This is an optimization exercise on Yosys and OpenROAD, whose aim is small area and a short achievable clock period, not a production implementation.
No run shown here included a check of the RTL's function; only the layout flow was run.
Power figures rest on the tool's default switching activity, not on a simulated workload.

**flow/flow/run.sh**
```bash
#!/bin/bash
export BUFFER_PORTS_ARGS="-buffer_cell sky130_fd_sc_hd__buf_1"
bash standard.sh > standard.log 2>&1
```
**flow/standard.sh**
```bash
#!/bin/bash
# synth_recipe.tcl (not shown) runs the flow's synth.tcl, then flattens the netlist and writes it again
# the make line also repeats each setting of config.mk as NAME=value (left out here)
make -C /OpenROAD-flow-scripts/flow DESIGN_CONFIG=/design/flow/config.mk WORK_HOME=/design/flow/orfs CLKGATE_MAP_FILE= SYNTH_SCRIPT=/design/flow/synth_recipe.tcl "${@:-finish}"
```
**flow/config.mk**
```make
export PLATFORM = sky130hd
export DESIGN_NAME = ex_stage
export DESIGN_NICKNAME = ex_stage
export VERILOG_FILES = /design/flow/design.v
export SDC_FILE = /design/flow/constraint.sdc
export NUM_CORES = 4
export LEC_CHECK = 0
export CAP_MARGIN = 20
export CORE_MARGIN = 2
export CORE_UTILIZATION = 40
export SETUP_SLACK_MARGIN = 2.0
export SLEW_MARGIN = 20
```
**flow/constraint.sdc**
```tcl
create_clock -name core_clock -period 5.0 [get_ports {clk}]
set_input_delay 1.0000 -clock core_clock [delete_from_list [all_inputs] [get_ports {clk}]]
set_output_delay 1.0000 -clock core_clock [all_outputs]
set_load 0.01 [all_outputs]
```
**flow/design.v**
```verilog
package ex_pkg;
	localparam int XLEN = 32;
	typedef logic [XLEN-1:0] word_t;
	typedef logic [4:0]      reg_addr_t;
	typedef logic [11:0]     csr_addr_t;
	typedef logic [6:0]      opcode_t;
	typedef logic [2:0]      funct3_t;
	localparam opcode_t OPC_OP     = 7'b0110011;
	localparam opcode_t OPC_OP_IMM = 7'b0010011;
	localparam opcode_t OPC_LOAD   = 7'b0000011;
	localparam opcode_t OPC_STORE  = 7'b0100011;
	localparam opcode_t OPC_BRANCH = 7'b1100011;
	localparam opcode_t OPC_JAL    = 7'b1101111;
	localparam opcode_t OPC_JALR   = 7'b1100111;
	localparam opcode_t OPC_LUI    = 7'b0110111;
	localparam opcode_t OPC_AUIPC  = 7'b0010111;
	localparam opcode_t OPC_SYSTEM = 7'b1110011;
	localparam funct3_t F3_ADD  = 3'b000;
	localparam funct3_t F3_SLL  = 3'b001;
	localparam funct3_t F3_SLT  = 3'b010;
	localparam funct3_t F3_SLTU = 3'b011;
	localparam funct3_t F3_XOR  = 3'b100;
	localparam funct3_t F3_SR   = 3'b101;  
	localparam funct3_t F3_OR   = 3'b110;
	localparam funct3_t F3_AND  = 3'b111;
	localparam funct3_t F3_BEQ  = 3'b000;
	localparam funct3_t F3_BNE  = 3'b001;
	localparam funct3_t F3_BLT  = 3'b100;
	localparam funct3_t F3_BGE  = 3'b101;
	localparam funct3_t F3_BLTU = 3'b110;
	localparam funct3_t F3_BGEU = 3'b111;
	localparam funct3_t F3_LB  = 3'b000;
	localparam funct3_t F3_LH  = 3'b001;
	localparam funct3_t F3_LW  = 3'b010;
	localparam funct3_t F3_LBU = 3'b100;
	localparam funct3_t F3_LHU = 3'b101;
	localparam funct3_t F3_SB = 3'b000;
	localparam funct3_t F3_SH = 3'b001;
	localparam funct3_t F3_SW = 3'b010;
	localparam funct3_t F3_CSRRW  = 3'b001;
	localparam funct3_t F3_CSRRS  = 3'b010;
	localparam funct3_t F3_CSRRC  = 3'b011;
	localparam funct3_t F3_CSRRWI = 3'b101;
	localparam funct3_t F3_CSRRSI = 3'b110;
	localparam funct3_t F3_CSRRCI = 3'b111;
	typedef union packed {
		struct packed {
			logic [6:0] funct7;
			reg_addr_t  rs2;
			reg_addr_t  rs1;
			funct3_t    funct3;
			reg_addr_t  rd;
			opcode_t    opcode;
		} r_fmt;
		struct packed {
			logic [11:0] imm12;
			reg_addr_t   rs1;  
			funct3_t     funct3;
			reg_addr_t   rd;
			opcode_t     opcode;
		} i_fmt;
		struct packed {
			logic [6:0] imm_hi;
			reg_addr_t  rs2;
			reg_addr_t  rs1;
			funct3_t    funct3;
			logic [4:0] imm_lo;
			opcode_t    opcode;
		} s_fmt;
	} rv_inst_u;
	typedef struct packed {
		rv_inst_u  inst;
		word_t     inst_addr;
		word_t     op1;
		word_t     op2;
		word_t     op1_jump;
		word_t     op2_jump;
		word_t     reg1_data;
		word_t     reg2_data;
		logic      reg_wr_en;
		reg_addr_t reg_wr_addr;
		logic      csr_wr_en;
		csr_addr_t csr_wr_addr;
		word_t     csr_data;  
	} ex_in_t;
	typedef struct packed {
		logic  req;
		logic  wr_en;
		word_t rd_addr;
		word_t wr_addr;
		word_t wdata;
	} mem_req_t;
	typedef struct packed {
		logic      reg_wr_en;
		reg_addr_t reg_wr_addr;
		word_t     reg_data;
		logic      csr_wr_en;
		csr_addr_t csr_wr_addr;
		word_t     csr_data;
	} wb_t;
	typedef struct packed {
		logic  flag;
		word_t addr;
	} jump_t;
endpackage
module ex_add #(
	parameter int ARCH = 1
) (
	input  logic [31:0] a_i,
	input  logic [31:0] b_i,
	input  logic        ci_i,
	output logic [31:0] s_o,
	output logic [31:0] p_o,
	output logic        co_o
);
	logic [31:0] g0, p0;
	logic [31:0] gl [0:9];
	logic [31:0] pl [0:9];
	logic [31:0] gc;  
	assign p0 = a_i ^ b_i;
	assign g0 = (a_i & b_i) | {31'd0, p0[0] & ci_i};
	always_comb begin
		for (int l = 0; l < 10; l++) begin
			gl[l] = '0;
			pl[l] = '0;
		end
		gl[0] = g0;
		pl[0] = p0;
		gc    = '0;
		if (ARCH == 0) begin
			for (int l = 0; l < 5; l++) begin
				gl[l+1] = gl[l];
				pl[l+1] = pl[l];
				for (int i = 0; i < 32; i++) begin
					if (i >= (1 << l)) begin
						gl[l+1][i] = gl[l][i] | (pl[l][i] & gl[l][i-(1<<l)]);
						pl[l+1][i] = pl[l][i] & pl[l][i-(1<<l)];
					end
				end
			end
			gc = gl[5];
		end else if (ARCH == 1) begin
			for (int l = 0; l < 5; l++) begin
				gl[l+1] = gl[l];
				pl[l+1] = pl[l];
				for (int i = 0; i < 32; i++) begin
					if (((i >> l) & 1) == 1) begin
						gl[l+1][i] = gl[l][i] | (pl[l][i] & gl[l][((i >> l) << l) - 1]);
						pl[l+1][i] = pl[l][i] & pl[l][((i >> l) << l) - 1];
					end
				end
			end
			gc = gl[5];
		end else begin
			for (int l = 0; l < 5; l++) begin
				gl[l+1] = gl[l];
				pl[l+1] = pl[l];
				for (int i = 0; i < 32; i++) begin
					if (((i + 1) % (2 << l)) == 0) begin
						gl[l+1][i] = gl[l][i] | (pl[l][i] & gl[l][i-(1<<l)]);
						pl[l+1][i] = pl[l][i] & pl[l][i-(1<<l)];
					end
				end
			end
			for (int k = 0; k < 4; k++) begin
				int l;
				l = 3 - k;
				gl[k+6] = gl[k+5];
				pl[k+6] = pl[k+5];
				for (int i = 0; i < 32; i++) begin
					if (i >= (2 << l) && ((i + 1) % (2 << l)) == (1 << l)) begin
						gl[k+6][i] = gl[k+5][i] | (pl[k+5][i] & gl[k+5][i-(1<<l)]);
						pl[k+6][i] = pl[k+5][i] & pl[k+5][i-(1<<l)];
					end
				end
			end
			gc = gl[9];
		end
	end
	assign s_o  = p0 ^ {gc[30:0], ci_i};
	assign p_o  = p0;
	assign co_o = gc[31];
endmodule
module ex_stage (
	input  logic        clk,
	input  logic        arst_n_i,
	input  logic [306:0] ex_in_flat_i,  
	input  logic [31:0] mem_rdata_i,
	input  logic        irq_i,
	input  logic [31:0] irq_addr_i,
	output logic [97:0] mem_flat_o,    
	output logic [82:0] wb_flat_o,     
	output logic [32:0] jump_flat_o    
);
	logic [31:0] inst, op1, op2, opj1, opj2, rs1, rs2, csrd;
	logic        rwe, cwe;
	logic [4:0]  rwa;
	logic [11:0] cwa;
	assign inst = ex_in_flat_i[306:275];
	assign op1  = ex_in_flat_i[242:211];
	assign op2  = ex_in_flat_i[210:179];
	assign opj1 = ex_in_flat_i[178:147];
	assign opj2 = ex_in_flat_i[146:115];
	assign rs1  = ex_in_flat_i[114:83];
	assign rs2  = ex_in_flat_i[82:51];
	assign rwe  = ex_in_flat_i[50];
	assign rwa  = ex_in_flat_i[49:45];
	assign cwe  = ex_in_flat_i[44];
	assign cwa  = ex_in_flat_i[43:32];
	assign csrd = ex_in_flat_i[31:0];
	logic [6:0] opc;
	logic [2:0] f3;
	assign opc = inst[6:0];
	assign f3  = inst[14:12];
	logic is_op_any, is_link, is_lui, is_load, is_store, is_branch, is_jump, is_system;
	assign is_op_any = (opc == ex_pkg::OPC_OP) || (opc == ex_pkg::OPC_OP_IMM);
	assign is_link   = (opc == ex_pkg::OPC_JAL) || (opc == ex_pkg::OPC_JALR) || (opc == ex_pkg::OPC_AUIPC);
	assign is_lui    = opc == ex_pkg::OPC_LUI;
	assign is_load   = opc == ex_pkg::OPC_LOAD;
	assign is_store  = opc == ex_pkg::OPC_STORE;
	assign is_branch = opc == ex_pkg::OPC_BRANCH;
	assign is_jump   = (opc == ex_pkg::OPC_JAL) || (opc == ex_pkg::OPC_JALR);
	assign is_system = opc == ex_pkg::OPC_SYSTEM;
	logic ld_ok, st_ok, csr_ok;
	assign ld_ok  = !(f3 == 3'd3 || f3 == 3'd6 || f3 == 3'd7);
	assign st_ok  = !f3[2] && !(f3[1] && f3[0]);
	assign csr_ok = f3[1:0] != 2'd0;
	localparam int ARCH_ALU = 1;
	localparam int ARCH_AT  = 1;
	localparam bit JGATE    = 1'b0;
	logic        sub;
	logic [31:0] sum, alu_p;
	logic        alu_co;
	logic        ltu, lt, eq;
	assign sub = !inst[2] && (inst[6] || f3[1] || (!f3[0] && inst[5] && inst[30]));
	ex_add #(.ARCH(ARCH_ALU)) u_alu_add (
		.a_i  (op1),
		.b_i  (op2 ^ {32{sub}}),
		.ci_i (sub),
		.s_o  (sum),
		.p_o  (alu_p),
		.co_o (alu_co)
	);
	assign ltu = !alu_co;
	assign lt  = ltu ^ op1[31] ^ op2[31];
	assign eq  = &alu_p;  
	logic [4:0]  sh;
	logic [31:0] sh_in, sh_out, sh_rev;
	logic        fill;
	assign sh   = inst[5] ? rs2[4:0] : inst[24:20];
	assign fill = inst[14] && inst[30] && rs1[31];
	always_comb begin
		for (int i = 0; i < 32; i++) sh_in[i] = inst[14] ? rs1[i] : rs1[31-i];
	end
	assign sh_out = 32'($signed({fill, sh_in}) >>> sh);
	always_comb begin
		for (int i = 0; i < 32; i++) sh_rev[i] = sh_out[31-i];
	end
	logic [31:0] alu;
	always_comb begin
		case (f3)
			3'd0:    alu = sum;
			3'd1:    alu = sh_rev;
			3'd2:    alu = {31'd0, lt};
			3'd3:    alu = {31'd0, ltu};
			3'd4:    alu = op1 ^ op2;
			3'd5:    alu = sh_out;
			3'd6:    alu = op1 | op2;
			default: alu = op1 & op2;
		endcase
	end
	logic [11:0] imm;
	logic [31:0] at_a, at_b, at_sum, at_p, addr, target;
	logic        at_co;
	assign imm  = {inst[31:25], inst[5] ? inst[11:7] : inst[24:20]};
	assign at_a = inst[6] ? opj1 : rs1;
	assign at_b = inst[6] ? opj2 : {{20{imm[11]}}, imm};
	ex_add #(.ARCH(ARCH_AT)) u_at_add (
		.a_i  (at_a),
		.b_i  (at_b),
		.ci_i (1'b0),
		.s_o  (at_sum),
		.p_o  (at_p),
		.co_o (at_co)
	);
	assign addr   = at_sum;
	assign target = at_sum;
	logic [7:0]  ld_byte;
	logic [15:0] ld_half;
	logic [31:0] ld_data;
	always_comb begin
		case (addr[1:0])
			2'd0:    ld_byte = mem_rdata_i[7:0];
			2'd1:    ld_byte = mem_rdata_i[15:8];
			2'd2:    ld_byte = mem_rdata_i[23:16];
			default: ld_byte = mem_rdata_i[31:24];
		endcase
	end
	assign ld_half = addr[1] ? mem_rdata_i[31:16] : mem_rdata_i[15:0];
	always_comb begin
		case (f3)
			3'd0:    ld_data = {{24{ld_byte[7]}}, ld_byte};
			3'd1:    ld_data = {{16{ld_half[15]}}, ld_half};
			3'd2:    ld_data = mem_rdata_i;
			3'd4:    ld_data = {24'd0, ld_byte};
			3'd5:    ld_data = {16'd0, ld_half};
			default: ld_data = '0;
		endcase
	end
	logic [31:0] st_data;
	always_comb begin
		for (int k = 0; k < 4; k++) begin
			case (f3[1:0])
				2'd0:    st_data[8*k +: 8] = (addr[1:0] == 2'(k)) ? rs2[7:0] : mem_rdata_i[8*k +: 8];
				2'd1:    st_data[8*k +: 8] = (addr[1] == k[1]) ? rs2[8*(k%2) +: 8] : mem_rdata_i[8*k +: 8];
				default: st_data[8*k +: 8] = rs2[8*k +: 8];
			endcase
		end
	end
	logic [31:0] csr_src, csr_w;
	assign csr_src = f3[2] ? {27'd0, inst[19:15]} : rs1;
	always_comb begin
		case (f3[1:0])
			2'd1:    csr_w = csr_src;
			2'd2:    csr_w = csrd | csr_src;
			2'd3:    csr_w = csrd & ~csr_src;
			default: csr_w = '0;
		endcase
	end
	logic [31:0] reg_data;
	always_comb begin
		reg_data = '0;
		if (is_op_any)             reg_data = alu;
		if (is_link)               reg_data = sum;
		if (is_lui)                reg_data = op1;
		if (is_load)               reg_data = ld_data;
		if (is_system && csr_ok)   reg_data = csrd;
	end
	logic taken;
	always_comb begin
		case (f3)
			3'd0:    taken = eq;
			3'd1:    taken = !eq;
			3'd4:    taken = lt;
			3'd5:    taken = !lt;
			3'd6:    taken = ltu;
			3'd7:    taken = !ltu;
			default: taken = 1'b0;
		endcase
	end
	logic        jflag;
	logic [31:0] jaddr;
	assign jflag = irq_i || is_jump || (is_branch && taken);
	assign jaddr = irq_i ? irq_addr_i : ((JGATE || jflag) ? target : '0);
	logic req0, wen0;
	assign req0 = (is_load && ld_ok) || (is_store && st_ok);
	assign wen0 = is_store && st_ok;
	logic        q_req, q_wen, q_wen0;
	logic [31:0] q_addr, q_wdata;
	logic        q_rwe, q_cwe;
	logic [4:0]  q_rwa;
	logic [11:0] q_cwa;
	logic [31:0] q_rdata, q_cdata;
	logic        q_jflag;
	logic [31:0] q_jaddr;
	always_ff @(posedge clk or negedge arst_n_i) begin
		if (!arst_n_i) begin
			q_req   <= 1'b0;
			q_wen   <= 1'b0;
			q_wen0  <= 1'b0;
			q_addr  <= '0;
			q_wdata <= '0;
			q_rwe   <= 1'b0;
			q_rwa   <= '0;
			q_rdata <= '0;
			q_cwe   <= 1'b0;
			q_cwa   <= '0;
			q_cdata <= '0;
			q_jflag <= 1'b0;
			q_jaddr <= '0;
		end else begin
			q_req   <= req0 && !irq_i;
			q_wen   <= wen0 && !irq_i;
			q_wen0  <= wen0;
			q_addr  <= req0 ? addr : '0;
			q_wdata <= wen0 ? st_data : '0;
			q_rwe   <= rwe && !irq_i;
			q_rwa   <= rwa;
			q_rdata <= reg_data;
			q_cwe   <= cwe && !irq_i;
			q_cwa   <= cwa;
			q_cdata <= is_system ? csr_w : '0;
			q_jflag <= jflag;
			q_jaddr <= jaddr;
		end
	end
	assign mem_flat_o  = {q_req, q_wen, q_addr, q_addr & {32{q_wen0}}, q_wdata};
	assign wb_flat_o   = {q_rwe, q_rwa, q_rdata, q_cwe, q_cwa, q_cdata};
	assign jump_flat_o = {q_jflag, JGATE ? (q_jaddr & {32{q_jflag}}) : q_jaddr};
endmodule
```
==> results.txt, run 1 <==
* Status: timing/DRC/antenna clean
* Critical path type: in -> reg
* Nets at 3305
* Met3 Usage GRT at 0.0981
* Die Ht at 212 um
* Worst setup EP type: flop
* Routed vias at 20705
* CTS clk-pin slew, worst paths at 0.10 ns
* Final WL at 97.7 mm
* Final cell count without fillers at 3400
* CTS max path bufs at 2
* Final Cycle Share at 0.863
* Hold crit path type: in -> async
* Final Critical Period at 4.32 ns
* M2 GR Usage at 0.630
* Drt wl/cell at 28.7 um
* CTS Buf Count at 17
* Global routing's busiest layer: met2
* Final Max Tran Viols at 0
* Seq cells post-synth at 183
* EDFF count, synth at 0
* Synth Cell Area at 17300 um^2
* GPL Wtd Cong at 1.04
* Endpoints failing setup at 0
* P&R area growth vs syn at 41.5%
* Post-synth ARST share at 1.00
* Main combinational cell family by area after synthesis: compound AO/OA/AOI/OAI gates
* Final Instance Area at 24500 um^2
* Post-synthesis mux area share at 0.130
* Req. time, crit path at 5.35 ns
* Cell mode on critical path: xnor2_2
* Max VDD drop at 0.227 mV
* Gr ovfl total at 0
* CP arrival at 4.67 ns
* Synth Instances at 2094
* Global-route wire length before repair at 135 mm
* Row cnt at 76
* DRT Pass-1 Iters at 6
* Placed Area at 21000 um^2
* Final ANT Viol Nets at 0
* Synth Area in Adders at 0.102
* DR vias/cell at 6.09
* Dpl cells at 3242
* CP max-delay cell: or4_4
* Syn. warnings at 4
* Simple logic cell fraction of the synthesized area at 0.146
* Syn avg cell area at 8.26 um^2
* Final WS setup at 0.683 ns
* Die area at 44900 um^2
* Fmax at 232 MHz
* Max_cap viols at 0
* Fin Setup TNS at 0 ns
* Final hold violation count at 0
* CTS tree: built
* Ys flop type: dfrtp_1
* Setup WS pre-CTS at -0.0417 ns
* Grt met1 use at 0.539
* Leakage at 10.6 nW
* Xor and xnor area share after synthesis at 0.0440
* Ports at 588
* Initial DRC count at 2590
* Initial antenna violation count at 9
* DIE WIDTH at 212 um
* Worst-Margin Slew at 1.39 ns
* Unrepaired setup endpoints after global routing: yes
* Critical path's largest stage delay at 0.43 ns
* H-tree levels at 4
* Share of layout cells above drive strength 1 at 0.237
* Initial Utilization at 0.403
* Post-synthesis sequential area ratio at 0.265
* Drt drc at 0
* Crit path cell chain: buf_8, a311oi_4, nor2_4, buf_6, xnor2_2, ha_1, a211oi_2, nor2_2, or4_4, a31o_1, a221o_1, xnor2_2, a211o_2, o211ai_4, clkbuf_16, o31ai_1
* Pwr per Cell Area at 239 nW/um^2
* Commonest non-fill, non-tap cell in the layout: buf_1
* CTS root buf: clkbuf_16
* IO Port Bufs at 555
* CORE AREA at 42900 um^2
* Clock sinks at 183
* Yosys cell types at 77
* Fillers at 4000
* Synth Area in Compound Gates at 0.250
* Vias in the first global route at 19519
* Largest net degree at the start of global routing at 158
* Detail Placement HPWL at 74.0 mm
* Commonest cells after routing, fill and taps aside: buf_1, nand2_1, buf_4
* Worst setup SP type: input pin
* Total GRT Usage at 0.419
* Max FO, Critical Path at 8
* Max_slew headroom at 0.0668
* Syn nets at 2603
[timing repair]
item / in CTS / in global routing
cloned: 5 / 7
hold buffers: 0 / 0
resized for setup: 203 / 183
setup buffers: 61 / 47
setup endpoints to repair: 123 / 122
pin swaps: 103 / 111
hold endpoints to repair: 0 / 0
[sequential cells by signal, indices dropped and copies added (netlist names)]
register  flops
q_rwe         1
q_addr       32
q_rwa         5
q_wen0        1
q_cwe         1
q_jaddr      32
q_jflag       1
q_cwa        12
q_rdata      32
q_req         1
q_cdata      32
q_wen         1
q_wdata      32
[power breakdown]
group	internal, W	switching (W)
sequential	0.00151	0.0000106
clock	0.000676	0.000791
combinational	0.00125	0.00162
[metal layers]
metal	wire, um	vias up
met4	6650	2
met3	9750	290
met2	43100	1302
met5	11	-
li1	-	8989
met1	38200	10122
[synth_stat cells (10+ instances only)]
cell type / number / share of area
nand2_1: 239 / 0.052
nor2_1: 214 / 0.046
dfrtp_1: 183 / 0.26
a21oi_1: 158 / 0.046
o21ai_0: 155 / 0.045
ha_1: 125 / 0.090
mux2i_1: 107 / 0.062
clkbuf_1: 103 / 0.022
inv_1: 102 / 0.022
xnor2_1: 64 / 0.032
o31ai_1: 45 / 0.020
a22oi_1: 44 / 0.019
mux2_2: 41 / 0.027
and2_1: 38 / 0.014
o211ai_1: 29 / 0.013
mux4_2: 28 / 0.036
a211oi_1: 25 / 0.011
xor2_1: 23 / 0.012
a21o_1: 22 / 0.0095
a221oi_1: 22 / 0.011
nand3_1: 21 / 0.0061
nor3_1: 20 / 0.0058
buf_1: 17 / 0.0037
o22ai_1: 17 / 0.0061
buf_2: 16 / 0.0046
a31oi_1: 13 / 0.0047
o221ai_1: 13 / 0.0066
nand4_1: 12 / 0.0043
and3_1: 11 / 0.0040
fa_1: 10 / 0.012
nor2b_1: 10 / 0.0036
[path summary, 6_finish.rpt]
check,from,to,slack [ns]
max in group asynchronous,arst_n_i,q_rdata[6]$_DFF_PN0_,3.18
min in group core_clock,ex_in_flat_i[38],q_cwa[6]$_DFF_PN0_,0.60
setup / recovery,ex_in_flat_i[280],q_jaddr[25]$_DFF_PN0_,0.68
hold / removal,arst_n_i,q_rdata[29]$_DFF_PN0_,0.46
[metrics by stage]
step,total power [W],utilization,hold slack (ns)
finish,0.00586,0.571,0.464
global route,0.00608,0.571,0.493
CTS,0.00549,0.539,0.462
detailed placement,0.00372,0.489,1.01
global placement,0.00371,0.489,1.01
floorplan,0.00285,-,0.704
[cell families (layout without fill, tap and decap cells)]
group | Yosys count | count (layout)
and+or+nand+nor | 591 | 592
xor gates and xnor gates | 87 | 87
buffers and inverters | 260 | 969
AOI/OAI and AO/OA | 657 | 657
DFF | 183 | 183
adders and majority gates | 135 | 135
muxes | 181 | 186
other | 0 | 6
[worst max-delay path: cells and delay by family]
family,cells,cell delay [ns]
fa+ha+maj,1,0.31
buf+inv,3,0.55
simple gates,3,0.63
xor+xnor,2,0.28
compound gates,7,1.87
[final cells by class]
class	count	area [um^2]	share of cell area
diodes	6	15.0	0.000613
flip-flops and latches	183	4580	0.187
repair buffers	831	4780	0.195
clock buffers	17	425	0.0174
multi-input cells	1657	13400	0.546
inverters	106	410	0.0168
clock inverters	15	170	0.00695
well taps	585	732	0.0299
==> inputs of run 2 (changes only) <==
--- a/flow/config.mk
+++ b/flow/config.mk
@@ -8,5 +8,5 @@
 export CAP_MARGIN = 20
 export CORE_MARGIN = 2
 export CORE_UTILIZATION = 40
-export SETUP_SLACK_MARGIN = 2.0
+export SETUP_SLACK_MARGIN = 1.0
 export SLEW_MARGIN = 20
==> results.txt, run 2 <==
* CORE AREA at 42900 um^2 (unchanged)
* Yosys cell types at 77 (unchanged)
* Post-synth ARST share at 1.00 (unchanged)
* Nets at 3212 (was 3305)
* DRT Pass-1 Iters at 8 (was 6)
* Max_slew headroom at 0.249 (was 0.0668)
* Unrepaired setup endpoints after global routing: yes (unchanged)
* Final hold violation count at 0 (unchanged)
* Final ANT Viol Nets at 0 (unchanged)
* Clock sinks at 183 (unchanged)
* CTS Buf Count at 17 (unchanged)
* Seq pwr share at 0.288 (was 0.260)
* Dpl cells at 3238 (was 3242)
* Most common cell in the netlist: nand2_1 (unchanged)
* Max_cap viols at 0 (unchanged)
* Ys flop type: dfrtp_1 (unchanged)
* Final WL at 91.1 mm (was 97.7 mm)
* Die area at 44900 um^2 (unchanged)
* Die Ht at 212 um (unchanged)
* Syn avg cell area at 8.26 um^2 (unchanged)
* Final Cycle Share at 0.875 (was 0.863)
* Hold crit path type: in -> async (unchanged)
* CTS tree: built (unchanged)
* Gr ovfl total at 0 (unchanged)
* Final Critical Period at 4.37 ns (was 4.32 ns)
* Leakage at 9.77 nW (was 10.6 nW)
* Global-route wire length before repair at 127 mm (was 135 mm)
* Ranking of synthesized cells by area: dfrtp_1, ha_1, mux2i_1 (unchanged)
* Synth Cell Area at 17300 um^2 (unchanged)
* Row cnt at 76 (unchanged)
* Endpoints failing setup at 0 (unchanged)
* Post-synthesis sequential area ratio at 0.265 (unchanged)
* IO Port Bufs at 555 (unchanged)
* Initial Utilization at 0.403 (unchanged)
* P&R area growth vs syn at 29.0% (was 41.5%)
* Syn. warnings at 4 (unchanged)
* Status: timing/DRC/antenna clean (unchanged)
* Largest net degree at the start of global routing at 92 (was 158)
* Total GRT Usage at 0.394 (was 0.419)
* Clock share of power at 0.272 (was 0.251)
* Seq cells post-synth at 183 (unchanged)
* Commonest cells after routing, fill and taps aside: buf_1, nand2_1, nor2_1 (was buf_1, nand2_1, buf_4)
* Yosys top cell by area: dfrtp_1 (unchanged)
* Drt drc at 0 (unchanged)
* DR vias/cell at 6.05 (was 6.09)
* Synth Instances at 2094 (unchanged)
* Combinational share of power at 0.441 (was 0.490)
* DIE WIDTH at 212 um (unchanged)
* Worst-Margin Slew at 1.12 ns (was 1.39 ns)
* Req. time, crit path at 5.37 ns (was 5.35 ns)
* Fin Setup TNS at 0 ns (unchanged)
* Fmax at 229 MHz (was 232 MHz)
* Initial antenna violation count at 13 (was 9)
* CTS max path bufs at 2 (unchanged)
* Synth top area share at 0.265 (unchanged)
* Worst setup EP type: flop (unchanged)
* CTS root buf: clkbuf_16 (unchanged)
* Pwr per Cell Area at 237 nW/um^2 (was 239 nW/um^2)
* H-tree levels at 4 (unchanged)
* Max FO, Critical Path at 6 (was 8)
* EDFF count, synth at 0 (unchanged)
* Final Max Tran Viols at 0 (unchanged)
* Sw Pwr at 0.00218 W (was 0.00242 W)
* Worst setup SP type: input pin (unchanged)
* Vias in the first global route at 18798 (was 19519)
* Critical path type: in -> reg (unchanged)
* Sw Ratio at 0.413 (was 0.414)
* Routed vias at 20050 (was 20705)
* Initial DRC count at 2422 (was 2590)
* Top cells by count, synth: nand2_1, nor2_1, dfrtp_1 (unchanged)
* Detail Placement HPWL at 71.8 mm (was 74.0 mm)
* Final cell count without fillers at 3314 (was 3400)
* Ports at 588 (unchanged)
* Share of layout cells above drive strength 1 at 0.146 (was 0.237)
* CP arrival at 4.74 ns (was 4.67 ns)
* Drt wl/cell at 27.5 um (was 28.7 um)
* Commonest non-fill, non-tap cell in the layout: buf_1 (unchanged)
* CTS clk-pin slew, worst paths at 0.08 ns (was 0.10 ns)
* Syn nets at 2603 (unchanged)
* GPL Wtd Cong at 1.02 (was 1.04)
* Int Power at 0.00310 W (was 0.00343 W)
* Max VDD drop at 0.242 mV (was 0.227 mV)
run 2: cell counts after synthesis:
Identical to the previous run, type by type.
run 2: area by class of cell:
cell class / count / area (um^2)
Inverter: 106 / 410
Antenna cell: 13 / 32.5
Timing Repair Buffer: 744 / 3860
Multi-Input combinational cell: 1651 / 12100
Fill cell: 4141 / 20600
Sequential cell: 183 / 4580
Clock buffer: 17 / 425
Tap cell: 585 / 732
Clock inverter: 15 / 170
run 2: critical path, stage by stage:
cell	delay, ns
buf_2	0.14
a311oi_4	0.32
nor2_4	0.12
buf_6	0.16
buf_12	0.13
buf_4	0.13
xnor2_1	0.12
ha_1	0.31
o21ai_2	0.08
nor2_2	0.07
or4_4	0.43
a31o_1	0.23
a221o_1	0.40
xnor2_1	0.17
a211o_2	0.34
o211ai_4	0.18
buf_6	0.19
clkbuf_16	0.15
o31ai_1	0.06
run 2: worst max-delay path by stage:
| stage | depth (start not counted) | endpoint | startpoint | slack [ns] |
|---|---|---|---|---|
| after detailed placement | 17 | q_jaddr[7]$_DFF_PN0_ | ex_in_flat_i[305] | -0.13 |
| after floorplan | 17 | q_jaddr[10]$_DFF_PN0_ | ex_in_flat_i[280] | 0.61 |
| after global routing | 20 | q_jaddr[19]$_DFF_PN0_ | ex_in_flat_i[287] | 0.60 |
| final | 19 | q_jaddr[19]$_DFF_PN0_ | ex_in_flat_i[288] | 0.63 |
| after global placement | 17 | q_jaddr[13]$_DFF_PN0_ | ex_in_flat_i[305] | -0.14 |
| after CTS | 19 | q_jaddr[31]$_DFF_PN0_ | ex_in_flat_i[287] | 0.64 |
run 2: repair_timing:
item / 4_1_cts / 5_1_grt
hold buffers: 0 / 0
pin swaps: 11 / 35
gates cloned: 1 / 4
resized for setup: 25 / 82
endpoints found under the setup margin: 70 / 72
hold endpoints to repair: 0 / 0
buffers inserted: 7 / 19
run 2: stage by stage:
step | hold slack (ns) | total power, W | cell area, um^2 | util | setup slack (ns)
global route | 0.566 | 0.00551 | 22300 | 0.520 | 0.598
floorplan | 0.704 | 0.00282 | 17500 | - | 0.610
global placement | 1.07 | 0.00364 | 20800 | 0.486 | -0.140
CTS | 0.526 | 0.00514 | 21700 | 0.505 | 0.637
finish | 0.530 | 0.00528 | 22300 | 0.520 | 0.627
detailed placement | 1.08 | 0.00367 | 20800 | 0.486 | -0.128
run 2: power groups by stage:
stage               Combinational (W)  Clock [W]  Sequential [W]
global placement              0.00209          0         0.00155
floorplan                     0.00125          0         0.00157
detailed placement            0.00212          0         0.00155
finish                        0.00233    0.00143         0.00152
CTS                           0.00216    0.00146         0.00152
global route                  0.00247    0.00152         0.00152
run 2: logic make-up after synthesis:
group	after synthesis	synth area share
AOI/OAI and AO/OA	657	0.250
and+or+nand+nor	591	0.146
buffers and inverters	260	0.0639
DFF	183	0.265
muxes	181	0.130
adders and majority gates	135	0.102
xor gates and xnor gates	87	0.0440
run 2: routing by layer:
layer	wire length (um)	up-vias	track usage
met5	84	-	0
met4	5620	2	0.257
met3	9040	267	0.0963
met2	40700	1298	0.600
met1	35700	9674	0.497
li1	-	8809	-
==> inputs of run 3 (changes only) <==
--- a/flow/design.v
+++ b/flow/design.v
@@ -103,84 +103,6 @@
 		word_t addr;
 	} jump_t;
 endpackage
-module ex_add #(
-	parameter int ARCH = 1
-) (
-	input  logic [31:0] a_i,
-	input  logic [31:0] b_i,
-	input  logic        ci_i,
-	output logic [31:0] s_o,
-	output logic [31:0] p_o,
-	output logic        co_o
-);
-	logic [31:0] g0, p0;
-	logic [31:0] gl [0:9];
-	logic [31:0] pl [0:9];
-	logic [31:0] gc;  
-	assign p0 = a_i ^ b_i;
-	assign g0 = (a_i & b_i) | {31'd0, p0[0] & ci_i};
-	always_comb begin
-		for (int l = 0; l < 10; l++) begin
-			gl[l] = '0;
-			pl[l] = '0;
-		end
-		gl[0] = g0;
-		pl[0] = p0;
-		gc    = '0;
-		if (ARCH == 0) begin
-			for (int l = 0; l < 5; l++) begin
-				gl[l+1] = gl[l];
-				pl[l+1] = pl[l];
-				for (int i = 0; i < 32; i++) begin
-					if (i >= (1 << l)) begin
-						gl[l+1][i] = gl[l][i] | (pl[l][i] & gl[l][i-(1<<l)]);
-						pl[l+1][i] = pl[l][i] & pl[l][i-(1<<l)];
-					end
-				end
-			end
-			gc = gl[5];
-		end else if (ARCH == 1) begin
-			for (int l = 0; l < 5; l++) begin
-				gl[l+1] = gl[l];
-				pl[l+1] = pl[l];
-				for (int i = 0; i < 32; i++) begin
-					if (((i >> l) & 1) == 1) begin
-						gl[l+1][i] = gl[l][i] | (pl[l][i] & gl[l][((i >> l) << l) - 1]);
-						pl[l+1][i] = pl[l][i] & pl[l][((i >> l) << l) - 1];
-					end
-				end
-			end
-			gc = gl[5];
-		end else begin
-			for (int l = 0; l < 5; l++) begin
-				gl[l+1] = gl[l];
-				pl[l+1] = pl[l];
-				for (int i = 0; i < 32; i++) begin
-					if (((i + 1) % (2 << l)) == 0) begin
-						gl[l+1][i] = gl[l][i] | (pl[l][i] & gl[l][i-(1<<l)]);
-						pl[l+1][i] = pl[l][i] & pl[l][i-(1<<l)];
-					end
-				end
-			end
-			for (int k = 0; k < 4; k++) begin
-				int l;
-				l = 3 - k;
-				gl[k+6] = gl[k+5];
-				pl[k+6] = pl[k+5];
-				for (int i = 0; i < 32; i++) begin
-					if (i >= (2 << l) && ((i + 1) % (2 << l)) == (1 << l)) begin
-						gl[k+6][i] = gl[k+5][i] | (pl[k+5][i] & gl[k+5][i-(1<<l)]);
-						pl[k+6][i] = pl[k+5][i] & pl[k+5][i-(1<<l)];
-					end
-				end
-			end
-			gc = gl[9];
-		end
-	end
-	assign s_o  = p0 ^ {gc[30:0], ci_i};
-	assign p_o  = p0;
-	assign co_o = gc[31];
-endmodule
 module ex_stage (
 	input  logic        clk,
 	input  logic        arst_n_i,
@@ -225,25 +147,16 @@
 	assign ld_ok  = !(f3 == 3'd3 || f3 == 3'd6 || f3 == 3'd7);
 	assign st_ok  = !f3[2] && !(f3[1] && f3[0]);
 	assign csr_ok = f3[1:0] != 2'd0;
-	localparam int ARCH_ALU = 1;
-	localparam int ARCH_AT  = 1;
-	localparam bit JGATE    = 1'b0;
 	logic        sub;
-	logic [31:0] sum, alu_p;
-	logic        alu_co;
+	logic [32:0] sum33;
+	logic [31:0] sum;
 	logic        ltu, lt, eq;
-	assign sub = !inst[2] && (inst[6] || f3[1] || (!f3[0] && inst[5] && inst[30]));
-	ex_add #(.ARCH(ARCH_ALU)) u_alu_add (
-		.a_i  (op1),
-		.b_i  (op2 ^ {32{sub}}),
-		.ci_i (sub),
-		.s_o  (sum),
-		.p_o  (alu_p),
-		.co_o (alu_co)
-	);
-	assign ltu = !alu_co;
-	assign lt  = ltu ^ op1[31] ^ op2[31];
-	assign eq  = &alu_p;  
+	assign sub   = !inst[2] && (inst[6] || f3[1] || (!f3[0] && inst[5] && inst[30]));
+	assign sum33 = {1'b0, op1} + {1'b0, op2 ^ {32{sub}}} + {32'd0, sub};
+	assign sum   = sum33[31:0];
+	assign ltu   = !sum33[32];
+	assign lt    = ltu ^ op1[31] ^ op2[31];
+	assign eq    = op1 == op2;
 	logic [4:0]  sh;
 	logic [31:0] sh_in, sh_out, sh_rev;
 	logic        fill;
@@ -270,21 +183,9 @@
 		endcase
 	end
 	logic [11:0] imm;
-	logic [31:0] at_a, at_b, at_sum, at_p, addr, target;
-	logic        at_co;
+	logic [31:0] addr;
 	assign imm  = {inst[31:25], inst[5] ? inst[11:7] : inst[24:20]};
-	assign at_a = inst[6] ? opj1 : rs1;
-	assign at_b = inst[6] ? opj2 : {{20{imm[11]}}, imm};
-	ex_add #(.ARCH(ARCH_AT)) u_at_add (
-		.a_i  (at_a),
-		.b_i  (at_b),
-		.ci_i (1'b0),
-		.s_o  (at_sum),
-		.p_o  (at_p),
-		.co_o (at_co)
-	);
-	assign addr   = at_sum;
-	assign target = at_sum;
+	assign addr = rs1 + {{20{imm[11]}}, imm};
 	logic [7:0]  ld_byte;
 	logic [15:0] ld_half;
 	logic [31:0] ld_data;
@@ -348,10 +249,12 @@
 			default: taken = 1'b0;
 		endcase
 	end
+	logic [31:0] target;
 	logic        jflag;
 	logic [31:0] jaddr;
-	assign jflag = irq_i || is_jump || (is_branch && taken);
-	assign jaddr = irq_i ? irq_addr_i : ((JGATE || jflag) ? target : '0);
+	assign target = opj1 + opj2;
+	assign jflag  = irq_i || is_jump || (is_branch && taken);
+	assign jaddr  = irq_i ? irq_addr_i : (jflag ? target : '0);
 	logic req0, wen0;
 	assign req0 = (is_load && ld_ok) || (is_store && st_ok);
 	assign wen0 = is_store && st_ok;
@@ -396,5 +299,5 @@
 	end
 	assign mem_flat_o  = {q_req, q_wen, q_addr, q_addr & {32{q_wen0}}, q_wdata};
 	assign wb_flat_o   = {q_rwe, q_rwa, q_rdata, q_cwe, q_cwa, q_cdata};
-	assign jump_flat_o = {q_jflag, JGATE ? (q_jaddr & {32{q_jflag}}) : q_jaddr};
+	assign jump_flat_o = {q_jflag, q_jaddr};
 endmodule
==> flow/run.sh (new file) <==
#!/bin/bash
# synth_recipe.tcl (not shown) runs the flow's synth.tcl, then flattens the netlist and writes it again
# the make line also repeats each setting of config.mk as NAME=value (left out here)
make -C /OpenROAD-flow-scripts/flow DESIGN_CONFIG=/design/flow/config.mk WORK_HOME=/design/flow/orfs CLKGATE_MAP_FILE= SYNTH_SCRIPT=/design/flow/synth_recipe.tcl finish
--- a/flow/config.mk
+++ b/flow/config.mk
@@ -7,6 +7,5 @@
 export LEC_CHECK = 0
 export CAP_MARGIN = 20
 export CORE_MARGIN = 2
-export CORE_UTILIZATION = 40
-export SETUP_SLACK_MARGIN = 1.0
+export CORE_UTILIZATION = 25
 export SLEW_MARGIN = 20
removed: flow/flow/run.sh
removed: flow/standard.sh
==> results.txt, run 3 <==
* Status: timing/DRC/antenna clean (unchanged)
* Final hold violation count at 0 (unchanged)
* Max_cap viols at 0 (unchanged)
* Critical path type: in -> reg (unchanged)
* Syn. warnings at 1 (was 4)
* Die area at 76300 um^2 (was 44900 um^2)
* P&R area growth vs syn at 45.8% (was 29.0%)
* Hold crit path type: in -> async (unchanged)
* CP arrival at 5.17 ns (was 4.74 ns)
* Ranking of synthesized cells by area: dfrtp_1, ha_1, a21oi_1 (was dfrtp_1, ha_1, mux2i_1)
* FF+latch area at 4580 um^2 (unchanged)
* Max FO, Critical Path at 16 (was 6)
* Total GRT Usage at 0.260 (was 0.394)
* Pwr per Cell Area at 208 nW/um^2 (was 237 nW/um^2)
* Commonest non-fill, non-tap cell in the layout: clkdlybuf4s50_1 (was buf_1)
* Dpl cells at 3884 (was 3238)
* Placed Area at 26400 um^2 (was 20800 um^2)
* Synth Cell Area at 18500 um^2 (was 17300 um^2)
* Most common cell in the netlist: nor2_1 (was nand2_1)
* Req. time, crit path at 5.45 ns (was 5.37 ns)
* Syn avg cell area at 8.06 um^2 (was 8.26 um^2)
* GPL Wtd Cong at 0.993 (was 1.02)
* Worst setup SP type: input pin (unchanged)
* Final Critical Period at 4.73 ns (was 4.37 ns)
* Share of layout cells above drive strength 1 at 0.112 (was 0.146)
* CTS clk-pin slew, worst paths at 0.09 ns (was 0.08 ns)
* Detail Placement HPWL at 83.2 mm (was 71.8 mm)
* Yosys top cell by area: dfrtp_1 (unchanged)
* Max VDD drop at 0.205 mV (was 0.242 mV)
* IO Port Bufs at 555 (unchanged)
* Nets at 3478 (was 3212)
* CTS max path bufs at 2 (unchanged)
* Final ANT Viol Nets at 0 (unchanged)
* Synth Instances at 2297 (was 2094)
* Initial antenna violation count at 20 (was 13)
* Final Max Tran Viols at 0 (unchanged)
* Fin Setup TNS at 0 ns (unchanged)
* Ports at 588 (unchanged)
* DR vias/cell at 5.40 (was 6.05)
* EDFF count, synth at 0 (unchanged)
* Yosys cell types at 78 (was 77)
* Top cells by count, synth: nor2_1, nand2_1, a21oi_1 (was nand2_1, nor2_1, dfrtp_1)
* DRT Pass-1 Iters at 15 (was 8)
* CTS tree: built (unchanged)
* Max_slew headroom at 0.251 (was 0.249)
* Fillers at 7621 (was 4141)
* H-tree levels at 4 (unchanged)
* Vias in the first global route at 20823 (was 18798)
* Final WL at 102 mm (was 91.1 mm)
* # Post-CTS Setup Buffers at 0 (was 7)
* Worst setup EP type: flop (unchanged)
* Final Cycle Share at 0.946 (was 0.875)
* Initial DRC count at 1787 (was 2422)
* Gr ovfl total at 0 (unchanged)
* CORE AREA at 73200 um^2 (was 42900 um^2)
* Synth top area share at 0.247 (was 0.265)
* Routed vias at 21146 (was 20050)
* Clock sinks at 183 (unchanged)
* Global-route wire length before repair at 146 mm (was 127 mm)
* Commonest cells after routing, fill and taps aside: clkdlybuf4s50_1, nor2_1, nand2_1 (was buf_1, nand2_1, nor2_1)
* Syn nets at 2831 (was 2603)
* DIE WIDTH at 276 um (was 212 um)
* CTS root buf: clkbuf_16 (unchanged)
* Initial Utilization at 0.253 (was 0.403)
* Drt drc at 0 (unchanged)
* Unrepaired setup endpoints after global routing: no (was yes)
* Leakage at 11.6 nW (was 9.77 nW)
* Post-synthesis sequential area ratio at 0.247 (was 0.265)
* Core Util, Final at 0.369 (was 0.520)
* Seq cells post-synth at 183 (unchanged)
* Final Instance Area at 27000 um^2 (was 22300 um^2)
* Endpoints failing setup at 0 (unchanged)
* Post-synth ARST share at 1.00 (unchanged)
* CTS Buf Count at 17 (unchanged)
* Largest net degree at the start of global routing at 91 (was 92)
* Row cnt at 99 (was 76)
* Final cell count without fillers at 3918 (was 3314)
* CP startpoint: ex_in_flat_i[280] (was ex_in_flat_i[288])
* Fmax at 212 MHz (was 229 MHz)
* Power Total at 0.00563 W (was 0.00528 W)
* Die Ht at 276 um (was 212 um)
* Ys flop type: dfrtp_1 (unchanged)
* Multi-input logic area at 13000 um^2 (was 12100 um^2)
* Worst-Margin Slew at 1.12 ns (about the same)
* Drt wl/cell at 25.9 um (was 27.5 um)
## run 3: power breakdown
part           switching (W)  internal (W)  total (W)
logic                0.00148       0.00117    0.00265
clock network       0.000768      0.000665    0.00143
registers          0.0000195       0.00153    0.00154
## run 3: layer usage
metal,track usage,vias up,routed length [um]
li1,-,9766,-
met2,0.436,1088,48000
met4,0.100,34,3780
met1,0.308,10076,39700
met5,0,-,225
met3,0.0859,182,9850
## run 3: critical path, stage by stage
cell and delay (ns):
clkdlybuf4s50_1 0.51, nand3b_1 0.08, buf_4 0.17, a21oi_4 0.23, buf_12 0.19, xnor2_1 0.13, ha_1 0.30, a21oi_1 0.20
buf_4 0.14, a21oi_1 0.07, o311ai_0 0.35, buf_4 0.19, a41oi_1 0.12, buf_4 0.17, nor2_1 0.33, xnor2_1 0.17
buf_4 0.15, nand2_1 0.05, a31oi_1 0.41, buf_4 0.20
## run 3: what timing repair did
item | CTS | global route
setup endpoints to repair | 0 | 36
resized for setup | 0 | 7
hold buffers | 0 | 0
## run 3: worst max-delay path by stage
stage / to / slack, ns / depth (start not counted)
global placement: q_jaddr[25]$_DFF_PN0_ / -0.37 / 15
floorplan: q_jaddr[10]$_DFF_PN0_ / 0.14 / 16
global route: q_rdata[21]$_DFF_PN0_ / 0.04 / 20
CTS: q_jaddr[3]$_DFF_PN0_ / 0.16 / 15
finish: q_rdata[15]$_DFF_PN0_ / 0.27 / 20
detailed placement: q_jaddr[3]$_DFF_PN0_ / -0.36 / 15
## run 3: cell type report
cell class / instances / share of cell area
multi-input combinational: 1864 / 0.481
timing repair buffer: 779 / 0.271
clock inverter: 12 / 0.00389
clock buffer: 19 / 0.0164
sequential: 183 / 0.169
tap: 959 / 0.0444
inverter: 99 / 0.0138
antenna: 3 / 0.000278
## run 3: per-stage QoR
| step | setup slack [ns] | hold WS (ns) |
|---|---|---|
| 6_report | 0.272 | 0.465 |
| 5_1_grt | 0.0449 | 0.511 |
| 4_1_cts | 0.155 | 0.476 |
| 3_5_place_dp | -0.362 | 1.05 |
| 3_3_place_gp | -0.373 | 1.05 |
| 2_1_floorplan | 0.139 | 0.704 |
## run 3: cells by family after synthesis
group | count (synthesis) | synth area share
simple gates | 707 | 0.173
buf+inv | 250 | 0.0546
fa+ha+maj | 160 | 0.109
mux | 133 | 0.0996
flops | 183 | 0.247
xor+xnor | 102 | 0.0482
compound gates | 762 | 0.269
==> inputs of run 4 (changes only) <==
==> flow/flow/run.sh (new file) <==
#!/bin/bash
cp standard.sh standard_sh_copy.txt
export BUFFER_PORTS_ARGS="-buffer_cell sky130_fd_sc_hd__buf_1"
bash standard.sh > standard.log 2>&1
==> flow/standard.sh (new file) <==
#!/bin/bash
# synth_recipe.tcl (not shown) runs the flow's synth.tcl, then flattens the netlist and writes it again
# the make line also repeats each setting of config.mk as NAME=value (left out here)
make -C /OpenROAD-flow-scripts/flow DESIGN_CONFIG=/design/flow/config.mk WORK_HOME=/design/flow/orfs CLKGATE_MAP_FILE= SYNTH_SCRIPT=/design/flow/synth_recipe.tcl "${@:-finish}"
removed: flow/run.sh
==> results.txt, run 4 <==
* Syn. warnings at 1 (unchanged)
* Total GRT Usage at 0.255 (was 0.260)
* Post-synth ARST share at 1.00 (unchanged)
* Worst setup SP type: input pin (unchanged)
* CTS Buf Count at 17 (unchanged)
* Max_slew headroom at 0.285 (was 0.251)
* Final WL at 99.9 mm (was 102 mm)
* Leakage at 9.74 nW (was 11.6 nW)
* GPL Wtd Cong at 1.01 (was 0.993)
* Hold crit path type: in -> async (unchanged)
* Req. time, crit path at 5.38 ns (was 5.45 ns)
* Yosys top cell by area: dfrtp_1 (unchanged)
* CTS tree: built (unchanged)
* Post-synthesis sequential area ratio at 0.247 (unchanged)
* Die Ht at 276 um (unchanged)
* Multi-input logic area at 13000 um^2 (about the same)
* Initial Utilization at 0.253 (unchanged)
* Initial DRC count at 1963 (was 1787)
* CTS max path bufs at 2 (unchanged)
* Max VDD drop at 0.174 mV (was 0.205 mV)
* Gr ovfl total at 0 (unchanged)
* Max FO, Critical Path at 33 (was 16)
* FF+latch area at 4580 um^2 (unchanged)
* Pwr per Cell Area at 229 nW/um^2 (was 208 nW/um^2)
* Final hold violation count at 0 (unchanged)
* Yosys cell types at 78 (unchanged)
* IO Port Bufs at 555 (unchanged)
* Power Total at 0.00525 W (was 0.00563 W)
* H-tree levels at 4 (unchanged)
* CP arrival at 5.16 ns (was 5.17 ns)
* DIE WIDTH at 276 um (unchanged)
* Ys flop type: dfrtp_1 (unchanged)
* Ports at 588 (unchanged)
* DR vias/cell at 5.49 (was 5.40)
* Die area at 76300 um^2 (unchanged)
* Syn avg cell area at 8.06 um^2 (unchanged)
* CTS root buf: clkbuf_16 (unchanged)
* # Post-CTS Setup Buffers at 0 (unchanged)
* Synth Instances at 2297 (unchanged)
* Global-route wire length before repair at 142 mm (was 146 mm)
* DRT Pass-1 Iters at 9 (was 15)
* Final Critical Period at 4.78 ns (was 4.73 ns)
* Most common cell in the netlist: nor2_1 (unchanged)
* Seq cells post-synth at 183 (unchanged)
* CTS Hold Bufs at 0 (unchanged)
* Unrepaired setup endpoints after global routing: no (unchanged)
* Placed Area at 22400 um^2 (was 26400 um^2)
* Worst-Margin Slew at 1.06 ns (was 1.12 ns)
* Initial antenna violation count at 30 (was 20)
* Largest net degree at the start of global routing at 87 (was 91)
* Syn nets at 2831 (unchanged)
* Final Instance Area at 23000 um^2 (was 27000 um^2)
* Synth top area share at 0.247 (unchanged)
* Routed vias at 21107 (was 21146)
* Critical path type: in -> reg (unchanged)
* Worst setup EP type: flop (unchanged)
* Row cnt at 99 (unchanged)
* Detail Placement HPWL at 81.8 mm (was 83.2 mm)
* CTS resizes at 0 (unchanged)
* Final ANT Viol Nets at 0 (unchanged)
* Commonest cells after routing, fill and taps aside: buf_1, nor2_1, nand2_1 (was clkdlybuf4s50_1, nor2_1, nand2_1)
* Endpoints failing setup at 0 (unchanged)
* CTS clk-pin slew, worst paths at 0.08 ns (was 0.09 ns)
* Drt drc at 0 (unchanged)
* Ranking of synthesized cells by area: dfrtp_1, ha_1, a21oi_1 (unchanged)
* Vias in the first global route at 20187 (was 20823)
* Final Max Tran Viols at 0 (unchanged)
* EDFF count, synth at 0 (unchanged)
* Commonest non-fill, non-tap cell in the layout: buf_1 (was clkdlybuf4s50_1)
* Fillers at 7988 (was 7621)
* Clock sinks at 183 (unchanged)
* Top cells by count, synth: nor2_1, nand2_1, a21oi_1 (unchanged)
* CORE AREA at 73200 um^2 (unchanged)
* Max_cap viols at 0 (unchanged)
* Final Cycle Share at 0.956 (was 0.946)
* Nets at 3398 (was 3478)
* Synth Cell Area at 18500 um^2 (unchanged)
* P&R area growth vs syn at 23.9% (was 45.8%)
* Share of layout cells above drive strength 1 at 0.0862 (was 0.112)
* Drt wl/cell at 26.0 um (was 25.9 um)
* Status: timing/DRC/antenna clean (unchanged)
* Fmax at 209 MHz (was 212 MHz)
run 4: per-stage QoR:
stage / TNS, ns / setup slack [ns] / util / hold slack (ns) / cells
6_report: 0 / 0.220 / 0.314 / 0.547 / 3844
5_1_grt: 0 / 0.0229 / 0.313 / 0.562 / 3840
4_1_cts: 0 / 0.318 / 0.313 / 0.546 / 3836
3_5_place_dp: -4.10 / -0.230 / 0.306 / 1.10 / 3804
3_3_place_gp: -3.58 / -0.162 / 0.306 / 1.09 / 3804
2_1_floorplan: 0 / 0.139 / - / 0.704 / 2297
run 4: routing by layer:
metal,global-route usage,part of all wire,vias to the layer above
li1,-,-,9625
met1,0.303,0.39,10096
met2,0.431,0.47,1145
met3,0.0777,0.098,197
met4,0.0951,0.038,44
met5,0,0.0028,-
run 4: critical path, cell delays in order:
cell and delay, ns:
clkbuf_2 0.17, nand3b_1 0.34, a21oi_4 0.31, buf_12 0.17
buf_12 0.15, buf_4 0.19, xnor2_1 0.08, ha_1 0.31
nand2_1 0.08, o21ai_0 0.26, nor4_1 0.08, o31ai_1 0.57
a21oi_1 0.19, o311a_1 0.40, o32a_1 0.25, buf_12 0.21
o41ai_1 0.34
run 4: power by group:
part / internal, W / leakage, nW / total, W / switching, W
clock: 0.000670 / 0.262 / 0.00139 / 0.000717
combinational: 0.000864 / 7.01 / 0.00232 / 0.00146
sequential: 0.00153 / 2.46 / 0.00155 / 0.0000194
run 4: cell families (layout without fill, tap and decap cells):
logic type / after synthesis / in the layout / share of synthesized area
AOI/OAI and AO/OA: 762 / 762 / 0.269
and+or+nand+nor: 707 / 707 / 0.173
buffers and inverters: 250 / 830 / 0.0546
DFF: 183 / 183 / 0.247
adders and majority gates: 160 / 160 / 0.109
muxes: 133 / 133 / 0.0996
xor gates and xnor gates: 102 / 102 / 0.0482
other: 0 / 8 / 0
run 4: area by class of cell:
class                           count  area share
Clock inverter                     11     0.00382
Inverter                           99      0.0162
Antenna cell                        8    0.000872
Timing Repair Buffer              699       0.142
Clock buffer                       21      0.0201
Tap cell                          959      0.0523
Sequential cell                   183       0.199
Multi-Input combinational cell   1864       0.565
run 4: worst paths after layout:
check / end / slack (ns) / start
worst min-delay path: q_wen0$_DFF_PN0_ / 0.55 / arst_n_i
worst max-delay path: q_jaddr[30]$_DFF_PN0_ / 0.22 / ex_in_flat_i[287]
max in group asynchronous: q_jaddr[14]$_DFF_PN0_ / 3.47 / arst_n_i
min in group core_clock: q_rwa[2]$_DFF_PN0_ / 0.59 / ex_in_flat_i[47]

separate check: timing with driven ports:
The flow's constraints put no driver on any port. The routed layouts listed below were extracted and timed again, unchanged, in two steps.
Step 1 sets driving cells, clkbuf_16 on the clock port and buf_2 on the other inputs (assumed; they add their load-dependent delay and slew).
Step 2 also shifts input and output timing later by t, the mid clock arrival at the registers, as if the neighbouring blocks saw the same clock.
Slacks: ideal / step 1 / step 2; pairs: ideal / step 1.
run	t (ns)	slack for setup (ns)	worst setup path after step 2
run 1	0.558	0.683 / 0.680 / 0.121	input to register
run 2	0.573	0.627 / 0.638 / 0.065	input to register
run 3	0.577	0.272 / 0.297 / -0.280	input to register
run 4	0.558	0.220 / 0.263 / -0.295	input to register
With both steps, setup timing fails in run 3 and run 4, where it was met with ideal ports.
